This design comes from an exercise in tuning for small area and a short achievable clock period on the open sky130 flow, not from production work.
Only simulation tests tie the RTL to the original design; equivalence was not proved.
Power is estimated from default activity; no workload was simulated.

==> run M: inputs <==
==> flow/design.v <==
package cache_pkg;
  localparam int LINES  = 4;
  localparam int WORDS  = 4;
  localparam int TAG_W  = 4;
  localparam int IDX_W  = 2;
  localparam int OFF_W  = 2;
  localparam int WORD_W = 32;
  localparam int LINE_W = WORDS * WORD_W;
  localparam int BLK_W  = TAG_W + IDX_W;
  typedef struct packed {
    logic              valid;
    logic              dirty;
    logic [TAG_W-1:0]  tag;
    logic [LINE_W-1:0] data;
  } line_t;
  function automatic logic [WORD_W-1:0] word_of(input logic [LINE_W-1:0] d,
                                                input logic [OFF_W-1:0]  off);
    word_of = d[off*WORD_W +: WORD_W];
  endfunction
  function automatic logic [LINE_W-1:0] put_word(input logic [LINE_W-1:0] d,
                                                 input logic [OFF_W-1:0]  off,
                                                 input logic [WORD_W-1:0] w);
    logic [LINE_W-1:0] r;
    r = d;
    r[off*WORD_W +: WORD_W] = w;
    put_word = r;
  endfunction
endpackage
import cache_pkg::*;
module cache_unit (
  input  logic                clk,
  input  logic                reset,
  input  logic                update,
  input  logic [31:0]         addr,
  input  logic [WORD_W-1:0]   wdata,
  input  logic [LINE_W-1:0]   fill_data,
  input  logic                memwrite,
  input  logic [IDX_W-1:0]    dbg_line,
  input  logic [OFF_W-1:0]    dbg_word,
  output logic [WORD_W-1:0]   dbg_data,
  output logic                dbg_dirty,
  output logic [WORD_W-1:0]   rdata,
  output logic                miss,
  output logic                victim_dirty,
  output logic [LINE_W-1:0]   wb_data,
  output logic [BLK_W-1:0]    wb_addr
);
  logic [LINES-1:0]                          valid_q;
  logic [LINES-1:0]                          dirty_q;
  logic [LINES-1:0][TAG_W-1:0]               tag_q;
  logic [LINES*LINE_W-1:0]                   data_q;
  logic [OFF_W-1:0] off;
  logic [IDX_W-1:0] idx;
  logic [TAG_W-1:0] tag;
  logic             unused_addr_hi;
  assign off = addr[OFF_W-1:0];
  assign idx = addr[OFF_W +: IDX_W];
  assign tag = addr[OFF_W+IDX_W +: TAG_W];
  assign unused_addr_hi = ^addr[31:OFF_W+IDX_W+TAG_W];
  logic [LINES-1:0] sel, dsel;
  always_comb begin
    for (int i = 0; i < LINES; i++) begin
      sel[i]  = valid_q[i] && (idx == IDX_W'(i));
      dsel[i] = valid_q[i] && (dbg_line == IDX_W'(i));
    end
  end
  logic [TAG_W-1:0]  cur_tag;
  logic              cur_dirty;
  logic [LINE_W-1:0] cur_data;
  always_comb begin
    cur_tag   = '0;
    cur_dirty = 1'b0;
    cur_data  = '0;
    for (int i = 0; i < LINES; i++) begin
      cur_tag   = cur_tag   | ({TAG_W{sel[i]}} & tag_q[i]);
      cur_dirty = cur_dirty | (sel[i] & dirty_q[i]);
      cur_data  = cur_data  | ({LINE_W{sel[i]}} & data_q[i*LINE_W +: LINE_W]);
    end
  end
  logic hit;
  assign hit          = (|sel) && (cur_tag == tag);
  assign miss         = !hit;
  assign victim_dirty = cur_dirty;
  assign wb_data      = cur_data;
  assign wb_addr      = {cur_tag, idx};
  assign rdata        = cur_data[off*WORD_W +: WORD_W];
  logic [WORD_W-1:0] dbg_acc;
  logic              dbg_d;
  always_comb begin
    dbg_acc = '0;
    dbg_d   = 1'b0;
    for (int i = 0; i < LINES; i++) begin
      dbg_d = dbg_d | (dsel[i] & dirty_q[i]);
      for (int w = 0; w < WORDS; w++)
        dbg_acc = dbg_acc | ({WORD_W{dsel[i] && (dbg_word == OFF_W'(w))}} & data_q[(i*WORDS+w)*WORD_W +: WORD_W]);
    end
  end
  assign dbg_data  = dbg_acc;
  assign dbg_dirty = dbg_d;
  logic store;
  assign store = memwrite && hit;
  logic [WORDS-1:0][WORD_W-1:0] src;
  always_comb
    for (int w = 0; w < WORDS; w++)
      src[w] = update ? fill_data[w*WORD_W +: WORD_W] : wdata;
  always_ff @(posedge clk or posedge reset) begin
    if (reset) valid_q <= '0;
    else begin
      for (int i = 0; i < LINES; i++)
        if (update && idx == IDX_W'(i)) valid_q[i] <= 1'b1;
    end
  end
  always_ff @(posedge clk) begin
    for (int i = 0; i < LINES; i++) begin
      if (idx == IDX_W'(i)) begin
        if (update) begin
          dirty_q[i] <= 1'b0;
          tag_q[i]   <= tag;
        end else if (store) begin
          dirty_q[i] <= 1'b1;
        end
      end
      for (int w = 0; w < WORDS; w++)
        if (idx == IDX_W'(i) && (update || (store && off == OFF_W'(w))))
          data_q[(i*WORDS+w)*WORD_W +: WORD_W] <= src[w];
    end
  end
endmodule
==> flow/flow/run.sh <==
#!/bin/bash
set -euo pipefail
export BUFFER_PORTS_ARGS="-buffer_cell sky130_fd_sc_hd__buf_1"
bash standard.sh finish > flow_standard.log 2>&1
==> flow/standard.sh <==
#!/bin/bash
# synth_recipe.tcl (not shown) runs the flow's synth.tcl, then flattens the netlist and writes it again
# the make line also repeats each setting of config.mk as NAME=value (left out here)
make -C /OpenROAD-flow-scripts/flow DESIGN_CONFIG=/design/flow/config.mk WORK_HOME=/design/flow/orfs CLKGATE_MAP_FILE= SYNTH_SCRIPT=/design/flow/synth_recipe.tcl "${@:-finish}"
==> flow/config.mk <==
export PLATFORM = sky130hd
export DESIGN_NAME = cache_unit
export DESIGN_NICKNAME = cache_unit
export VERILOG_FILES = /design/flow/design.v
export SDC_FILE = /design/flow/constraint.sdc
export NUM_CORES = 4
export LEC_CHECK = 0
export CAP_MARGIN = 50
export CORE_MARGIN = 2
export CORE_UTILIZATION = 60
export CTS_BUF_LIST = sky130_fd_sc_hd__clkbuf_8
export PLACE_DENSITY = 0.75
export SLEW_MARGIN = 70
==> flow/constraint.sdc <==
create_clock -name core_clock -period 5.0 [get_ports {clk}]
set_input_delay 1.0000 -clock core_clock [delete_from_list [all_inputs] [get_ports {clk}]]
set_output_delay 1.0000 -clock core_clock [all_outputs]
set_load 0.01 [all_outputs]
==> run C: changes against run M <==
==> flow/design.v, changed modules only <==
module cache_unit (
  input  logic                clk,
  input  logic                reset,
  input  logic                update,
  input  logic [31:0]         addr,
  input  logic [WORD_W-1:0]   wdata,
  input  logic [LINE_W-1:0]   fill_data,
  input  logic                memwrite,
  input  logic [IDX_W-1:0]    dbg_line,
  input  logic [OFF_W-1:0]    dbg_word,
  output logic [WORD_W-1:0]   dbg_data,
  output logic                dbg_dirty,
  output logic [WORD_W-1:0]   rdata,
  output logic                miss,
  output logic                victim_dirty,
  output logic [LINE_W-1:0]   wb_data,
  output logic [BLK_W-1:0]    wb_addr
);
  logic [LINES-1:0]             valid_q, valid_d;
  logic [LINES-1:0]             dirty_q, dirty_d;
  logic [LINES-1:0][TAG_W-1:0]  tag_q,   tag_d;
  logic [LINES-1:0][LINE_W-1:0] data_q,  data_d;
  logic [OFF_W-1:0] off;
  logic [IDX_W-1:0] idx;
  logic [TAG_W-1:0] tag;
  logic              cur_valid;
  logic              cur_dirty;
  logic [TAG_W-1:0]  cur_tag;
  logic [LINE_W-1:0] cur_data;
  logic             unused_addr_hi;
  logic [LINE_W-1:0] dbg_line_data;
  assign off = addr[OFF_W-1:0];
  assign idx = addr[OFF_W +: IDX_W];
  assign tag = addr[OFF_W+IDX_W +: TAG_W];
  assign unused_addr_hi = ^addr[31:OFF_W+IDX_W+TAG_W];
  assign cur_valid    = valid_q[idx];
  assign cur_dirty    = dirty_q[idx];
  assign cur_tag      = tag_q[idx];
  assign cur_data     = data_q[idx];
  assign miss         = !cur_valid || (cur_tag != tag);
  assign rdata        = cur_data[off*WORD_W +: WORD_W];
  assign victim_dirty = cur_valid && cur_dirty;
  assign wb_data      = cur_data;
  assign wb_addr      = {cur_tag, idx};
  assign dbg_line_data = data_q[dbg_line];
  assign dbg_data  = dbg_line_data[dbg_word*WORD_W +: WORD_W];
  assign dbg_dirty = dirty_q[dbg_line];
  always_comb begin
    valid_d = valid_q;
    dirty_d = dirty_q;
    tag_d   = tag_q;
    data_d  = data_q;
    if (update) begin
      valid_d[idx] = 1'b1;
      dirty_d[idx] = 1'b0;
      tag_d[idx]   = tag;
      data_d[idx]  = fill_data;
    end else if (memwrite && !miss) begin
      dirty_d[idx] = 1'b1;
      data_d[idx][off*WORD_W +: WORD_W] = wdata;
    end
  end
  always_ff @(posedge clk or posedge reset) begin
    if (reset) begin
      valid_q <= '0;
      dirty_q <= '0;
      tag_q   <= '0;
      data_q  <= '0;
    end else begin
      valid_q <= valid_d;
      dirty_q <= dirty_d;
      tag_q   <= tag_d;
      data_q  <= data_d;
    end
  end
endmodule
==> flow/run.sh (new file) <==
#!/bin/bash
# synth_recipe.tcl (not shown) runs the flow's synth.tcl, then flattens the netlist and writes it again
# the make line also repeats each setting of config.mk as NAME=value (left out here)
make -C /OpenROAD-flow-scripts/flow DESIGN_CONFIG=/design/flow/config.mk WORK_HOME=/design/flow/orfs CLKGATE_MAP_FILE= SYNTH_SCRIPT=/design/flow/synth_recipe.tcl finish
- CAP_MARGIN: 50 -> 20
- CORE_UTILIZATION: 60 -> 40
- CTS_BUF_LIST: sky130_fd_sc_hd__clkbuf_8 -> not set
- PLACE_DENSITY: 0.75 -> not set
- SLEW_MARGIN: 70 -> 20
removed: flow/flow/run.sh
removed: flow/standard.sh
==> run E: changes against run M <==
- CAP_MARGIN: 50 -> 20
- PLACE_DENSITY: 0.75 -> not set
- SETUP_SLACK_MARGIN: not set -> 1.5
- SLEW_MARGIN: 70 -> 20
==> results.txt <==
                                                                              run M       run C       run E
Commonest non-fill, non-tap cell in the layout                             edfxtp_1     dfrtp_1    edfxtp_1
Cell taking the most area after synthesis                                  edfxtp_1     dfrtp_1    edfxtp_1
First-pass iteration count of the detailed router                                 7           8           7
GR Layer Usage met2                                                           62.9%       52.3%       70.3%
Total power density per cell area                                        369 mW/mm2  339 mW/mm2  341 mW/mm2
Half-perimeter wire length after placement                                 53600 um   112000 um    51200 um
Fraction of layout cells with a size suffix above 1                           13.6%       19.2%       26.0%
Detailed-route wire length on metal 1                                      28800 um    61500 um    31600 um
CP startpoint                                                               addr[2]     addr[3]  valid_q[2]
Skew-Pair Late Insertion Delay                                              0.66 ns     0.63 ns     0.68 ns
Number of distinct standard cells referenced by the synthesized netlist          38          67          38
Vias per cell                                                                  7.18        7.29        7.35
Global-route met1 utilization                                                 54.0%       48.2%       58.9%
Die extent in y                                                              204 um      300 um      204 um
Outcome                                                    timing/DRC/antenna clean  timing/DRC/antenna clean  timing/DRC/antenna clean
Setup slack of the worst register-to-register path                          1.87 ns     1.94 ns     1.51 ns
Post-layout instance area                                                0.0286 mm2  0.0431 mm2  0.0315 mm2
Vias post-DR                                                                  19.7k       34.2k       21.3k
Detailed route wirelength on metal3                                        13600 um    24900 um    16100 um

[static timing again, ports no longer ideal]
Ports are ideal in the flow. The routed layouts listed here were re-timed in OpenROAD. Step 1 (the two cells are an assumption about what drives the block):
set clk [get_ports {clk}]
set_driving_cell -lib_cell sky130_fd_sc_hd__clkbuf_16 $clk
set_driving_cell -lib_cell sky130_fd_sc_hd__buf_2 [delete_from_list [all_inputs] $clk]
Step 2 also shifts input and output timing later by t, the mid clock arrival at the registers, as if the neighbouring blocks saw the same clock. Three values: no drivers, after step 1, after step 2; two values: the first two.
run	t, ns	slack for setup (ns)	worst setup path at the end	clock arrival spread, ns
run M	0.701	0.731 / 0.707 / 0.707	input to output	0.038 / 0.039
run C	0.685	0.540 / 0.508 / -0.043	input to register	0.033 / 0.032
run E	0.725	1.029 / 0.974 / 0.761	input to register	0.026 / 0.026
With both steps, setup timing fails in run C, where it was met with ideal ports. The setup slack of run C, which loses most, moves by -0.032 ns with the drivers and by -0.583 ns with both steps.
